Context: an optimization exercise on an open-source flow, tuned for small area, a short achievable clock period and few clock cycles. The choices shown serve that exercise and are no tape-out recipe.
Function was checked by simulation only, so behaviour that the tests miss may differ from the original.
Power is estimated from default activity; no workload was simulated.

## job 6462
==> flow/design.v <==
`timescale 1ns/1ps
module cpuCore (
  input  logic        CLK,
  input  logic        RST,
  input  logic        en,
  input  logic        start,
  output logic [7:0]  instAddr,
  input  logic [15:0] inst,
  output logic [7:0]  dataAddr,
  output logic        dataWe,
  output logic [15:0] dataOut,
  input  logic [15:0] dataIn,
  output logic        running
);
  localparam logic [4:0] OP_HALT = 5'b00001, OP_LOAD = 5'b00010, OP_STORE = 5'b00011,
    OP_ADD = 5'b10000, OP_ADDI = 5'b10001, OP_SUB = 5'b10011, OP_SUBI = 5'b10100,
    OP_INC = 5'b10110, OP_LDIL = 5'b10111, OP_LDIH = 5'b11000, OP_XOR = 5'b11001,
    OP_AND = 5'b11010, OP_OR = 5'b11011;
  logic        runQ, haltedQ, resumed;
  logic [7:0]  pc;
  logic [15:0] regs [8];
  logic [7:0]  valid;   
  logic [15:0] opA, opB;
  logic [2:0]  eDest;
  logic [3:0]  eOff;
  logic        eWrites, eHalt, eStore, eInvB, eCin, eSra;
  logic        eSelSum, eSelLog, eSelShl, eSelShr, eSelLoad;
  logic [3:0]  eTt, fTt;
  logic [15:0] logicOut;
  logic [15:0] sum, shIn, shl, shr, res;
  logic [4:0]  fOp;
  logic [7:0]  fImm;
  logic [15:0] rA, rB, vA, nB, immValA, immValB;
  logic [7:0]  eWriting, usable, matchA, matchB;
  logic        fwdA, fwdB, immA, immB, bUsesD, fWrites;
  assign instAddr = pc;
  assign fOp  = inst[15:11];
  assign fImm = inst[7:0];
  assign bUsesD = (fOp == OP_STORE) || (fOp == OP_ADDI) || (fOp == OP_SUBI);
  assign immA   = (fOp == OP_ADDI) || (fOp == OP_SUBI);
  assign immValA = (fOp == OP_SUBI) ? {8'hFF, ~fImm} : {8'h00, fImm};
  always_comb begin
    case (fOp)
      OP_LDIL: begin immB = 1'b1; immValB = {8'h00, fImm}; end
      OP_LDIH: begin immB = 1'b1; immValB = {fImm, 8'h00}; end
      OP_INC:  begin immB = 1'b1; immValB = 16'd1; end
      default: begin immB = 1'b0; immValB = 16'd0; end
    endcase
  end
  always_comb begin
    for (int i = 0; i < 8; i++) begin
      eWriting[i] = runQ && eWrites && eDest == 3'(i);
      usable[i]   = valid[i] && !eWriting[i];
      matchA[i]   = inst[6:4] == 3'(i);
      matchB[i]   = bUsesD ? inst[10:8] == 3'(i) : inst[2:0] == 3'(i);
    end
  end
  assign fwdA = |(matchA & eWriting) && !immA;
  assign fwdB = |(matchB & eWriting) && !immB;
  always_comb begin
    rA = '0;
    rB = '0;
    for (int i = 0; i < 8; i++) begin
      rA = rA | ({16{matchA[i] && usable[i] && !immA}} & regs[i]);
      rB = rB | ({16{matchB[i] && usable[i] && !immB}} & regs[i]);
    end
  end
  assign vA = rA | ({16{immA}} & immValA) | ({16{fwdA}} & res);
  assign nB = rB | immValB | ({16{fwdB}} & res);
  always_comb begin
    case (fOp)
      OP_XOR:  fTt = 4'b0110;
      OP_AND:  fTt = 4'b1000;
      OP_OR:   fTt = 4'b1110;
      default: fTt = 4'b1010;
    endcase
  end
  assign fWrites = (fOp == OP_LOAD) || (fOp[4] && fOp != 5'b10010 && fOp != 5'b10101);
  always_ff @(posedge CLK) begin
    opA      <= vA;
    opB      <= nB;
    eDest    <= inst[10:8];
    eOff     <= inst[3:0];
    eWrites  <= fWrites;
    eHalt    <= (fOp == OP_HALT);
    eStore   <= (fOp == OP_STORE);
    eInvB    <= (fOp == OP_SUB);
    eCin     <= (fOp == OP_SUB) || (fOp == OP_SUBI);
    eSra     <= fOp[0] && fOp[4:1] == 4'b1111;
    eSelSum  <= (fOp == OP_ADD) || (fOp == OP_ADDI) || (fOp == OP_SUB) ||
                (fOp == OP_SUBI) || (fOp == OP_INC);
    eSelLog  <= (fOp == OP_XOR) || (fOp == OP_AND) || (fOp == OP_OR) ||
                (fOp == OP_LDIL) || (fOp == OP_LDIH);
    eTt      <= fTt;
    eSelShl  <= (fOp[4:1] == 4'b1110);
    eSelShr  <= (fOp[4:1] == 4'b1111);
    eSelLoad <= (fOp == OP_LOAD);
  end
  assign sum = opA + (opB ^ {16{eInvB}}) + {15'd0, eCin};
  always_comb begin
    for (int i = 0; i < 16; i++) begin
      shIn[i] = eSelShl ? opA[15-i] : opA[i];
    end
    shr = 16'($signed({eSra & opA[15], shIn}) >>> opB[3:0]);
    for (int i = 0; i < 16; i++) begin
      shl[i] = shr[15-i];
    end
  end
  always_comb begin
    for (int i = 0; i < 16; i++) begin
      logicOut[i] = eTt[{opA[i], opB[i]}];
    end
  end
  assign res = ({16{eSelSum}}  & sum) |
               ({16{eSelLog}}  & logicOut) |
               ({16{eSelShl}}  & shl) |
               ({16{eSelShr}}  & shr) |
               ({16{eSelLoad}} & dataIn);
  always_ff @(posedge CLK) begin
    if (runQ && eWrites) begin
      regs[eDest] <= res;
    end
  end
  always_ff @(posedge CLK or posedge RST) begin
    if (RST) begin
      valid <= '0;
    end else if (runQ && eWrites) begin
      valid[eDest] <= 1'b1;
    end
  end
  assign dataAddr = opA[7:0] + {4'h0, eOff};
  assign dataOut  = opB;
  assign dataWe   = runQ && eStore;
  assign running = runQ && !(eHalt && !resumed);
  always_ff @(posedge CLK or posedge RST) begin
    if (RST) begin
      runQ    <= 1'b0;
      haltedQ <= 1'b0;
      resumed <= 1'b0;
      pc      <= '0;
    end else begin
      resumed <= 1'b0;
      if (runQ) begin
        if (eHalt) begin
          runQ    <= 1'b0;
          haltedQ <= 1'b1;
        end else if (!en) begin
          runQ <= 1'b0;   
        end else begin
          pc <= pc + 8'd1;
        end
      end else if (en && start && !haltedQ) begin
        runQ    <= 1'b1;
        resumed <= 1'b1;
        pc      <= pc + 8'd1;
      end
    end
  end
endmodule
export LEC_CHECK = 0
export CAP_MARGIN = 20
export CORE_MARGIN = 2
export CORE_UTILIZATION = 45
export CTS_BUF_LIST = sky130_fd_sc_hd__clkbuf_4 sky130_fd_sc_hd__clkbuf_8
export SETUP_SLACK_MARGIN = 2.0
export SLEW_MARGIN = 20
export TNS_END_PERCENT = 20
create_clock -name core_clock -period 5.0 [get_ports {CLK}]
standard.sh (not shown) runs the stock make flow with config.mk's settings and CLKGATE_MAP_FILE= SYNTH_SCRIPT=/design/flow/synth_recipe.tcl, a recipe that flattens the netlist after the stock synthesis.
==> flow/flow/run.sh <==
#!/bin/bash
# Standard layout, with the port buffers made of sky130_fd_sc_hd__buf_1
# instead of the delay buffer buffer_ports picks by default.
set -euo pipefail
export BUFFER_PORTS_ARGS="-buffer_cell sky130_fd_sc_hd__buf_1"
bash standard.sh > standard.log 2>&1
Testbench counts of job 6462, summed over its fixed seeds: cycles 9,192.
Input-level comparison between job 3777 and job 6462:
diff --git a/flow/config.mk b/flow/config.mk
--- a/flow/config.mk
+++ b/flow/config.mk
@@ -8,7 +8,7 @@
 export CAP_MARGIN = 20
-export CORE_MARGIN = 2
-export CORE_UTILIZATION = 45
+export CORE_AREA = 5.06 5.44 215.41 214.88
 export CTS_BUF_LIST = sky130_fd_sc_hd__clkbuf_4 sky130_fd_sc_hd__clkbuf_8
+export DIE_AREA = 0 0 220.41 220.32
 export SETUP_SLACK_MARGIN = 2.0
 export SLEW_MARGIN = 20
-export TNS_END_PERCENT = 20
+export TNS_END_PERCENT = 50
### Flow results
- Diff job 6462..job 3777 | final antenna diode count | unchanged
- Against job 6462, the final cell area of job 3777 is higher.
- Job 3777 vs. job 6462: worst setup slack now sits higher; areal power density over the cells now sits lower; global routing usage summed across all routing layers now sits lower; die area now sits higher.
## Diff of input files: job 5613 against job 3777
diff --git a/flow/config.mk b/flow/config.mk
--- a/flow/config.mk
+++ b/flow/config.mk
@@ -8,7 +8,7 @@
 export CAP_MARGIN = 20
-export CORE_AREA = 5.06 5.44 215.41 214.88
+export CORE_MARGIN = 2
+export CORE_UTILIZATION = 50
 export CTS_BUF_LIST = sky130_fd_sc_hd__clkbuf_4 sky130_fd_sc_hd__clkbuf_8
-export DIE_AREA = 0 0 220.41 220.32
 export SETUP_SLACK_MARGIN = 2.0
 export SLEW_MARGIN = 20
-export TNS_END_PERCENT = 50
+export TNS_END_PERCENT = 20
==> comparison <==
Taking job 3777 as the reference, in job 5613 time the final worst path needs with I/O delays and setup shrank by 0.0048 ns, die width shrank by about 30%.
Every stage of the flow completed for job 5613, and the final layout passed the timing, design-rule and antenna checks.
The detail-routed net length per standard cell number comes out lower for job 3777 vs job 5613.
What job 997 does differently from job 5613 at the input level:
==> flow/flow/run.sh <==
#!/bin/bash
# Standard layout with two changes: port buffers are sky130_fd_sc_hd__buf_4
# instead of the delay buffer buffer_ports picks by default, and adders are
# left to ABC instead of being mapped to ripple chains of fa/ha cells.
set -euo pipefail
export BUFFER_PORTS_ARGS="-buffer_cell sky130_fd_sc_hd__buf_4"
export ADDER_MAP_FILE=
bash standard.sh > standard.log 2>&1
==> flow/config.mk <==
export PLATFORM = sky130hd
export DESIGN_NAME = cpuCore
export DESIGN_NICKNAME = cpuCore
export VERILOG_FILES = /design/flow/design.v
export SDC_FILE = /design/flow/constraint.sdc
export NUM_CORES = 4
export LEC_CHECK = 0
export CAP_MARGIN = 20
export CORE_AREA = 5.06 5.44 215.41 214.88
export DIE_AREA = 0 0 220.41 220.32
export SETUP_SLACK_MARGIN = 2.0
export SLEW_MARGIN = 20
[summary]
- Area of the mapped netlist, job 997 and job 5613, higher one = job 997.
- Compared to job 5613, job 997 has half-perimeter wire length after detailed placement 17% higher.
- After synthesis and placement, the instance count of job 997 is above that of job 5613.
- Compare job 997 and job 5613 | fraction of the cycle the final worst path needs lower: job 5613
- Compared to job 5613, job 997 was floorplanned on a bigger die.
- On number of nets in the layout, the higher figure sits with job 997, not job 5613.
- The higher cell area came out of job 997.
- Relative to job 5613, power density over cell area decreased by 0.62% in job 997.
- Proportion of cell area occupied by multi-input gates for job 997: 2.2 points down relative to job 5613

[afterwards: timing with drivers on the ports]
In the flow no input, the clock included, has a driving cell. The finished layouts below were timed again as built, in two steps.
Step 1 assumes that a clkbuf_16 drives the clock port and a buf_2 every other input.
Step 2 moves the port delays by t, midway between the first and last clock arrival at a register: inputs arrive t later, outputs are due t later. That takes back most of the time a late clock gives input paths.
Slacks: no drivers / after step 1 / after step 2; pairs: no drivers / after step 1.
| run | shift t [ns] | slack for setup (ns) | latest minus earliest clock arrival (ns) | worst data-port slew with drivers (ns) |
|---|---|---|---|---|
| job 6462 | 0.509 | 1.827 / 1.803 / 1.502 | 0.020 / 0.020 | 0.04 |
| job 3777 | 0.518 | 1.842 / 1.842 / 1.540 | 0.019 / 0.019 | 0.08 |
| job 5613 | 0.509 | 1.846 / 1.846 / 1.476 | 0.018 / 0.018 | 0.04 |
| job 997 | 0.487 | 1.810 / 1.756 / 1.524 | 0.010 / 0.009 | 0.07 |
After both steps setup and hold are still met in every run listed. For job 5613, which loses most, drivers alone change the setup slack by 0.000 ns; drivers and shift together by -0.370 ns.
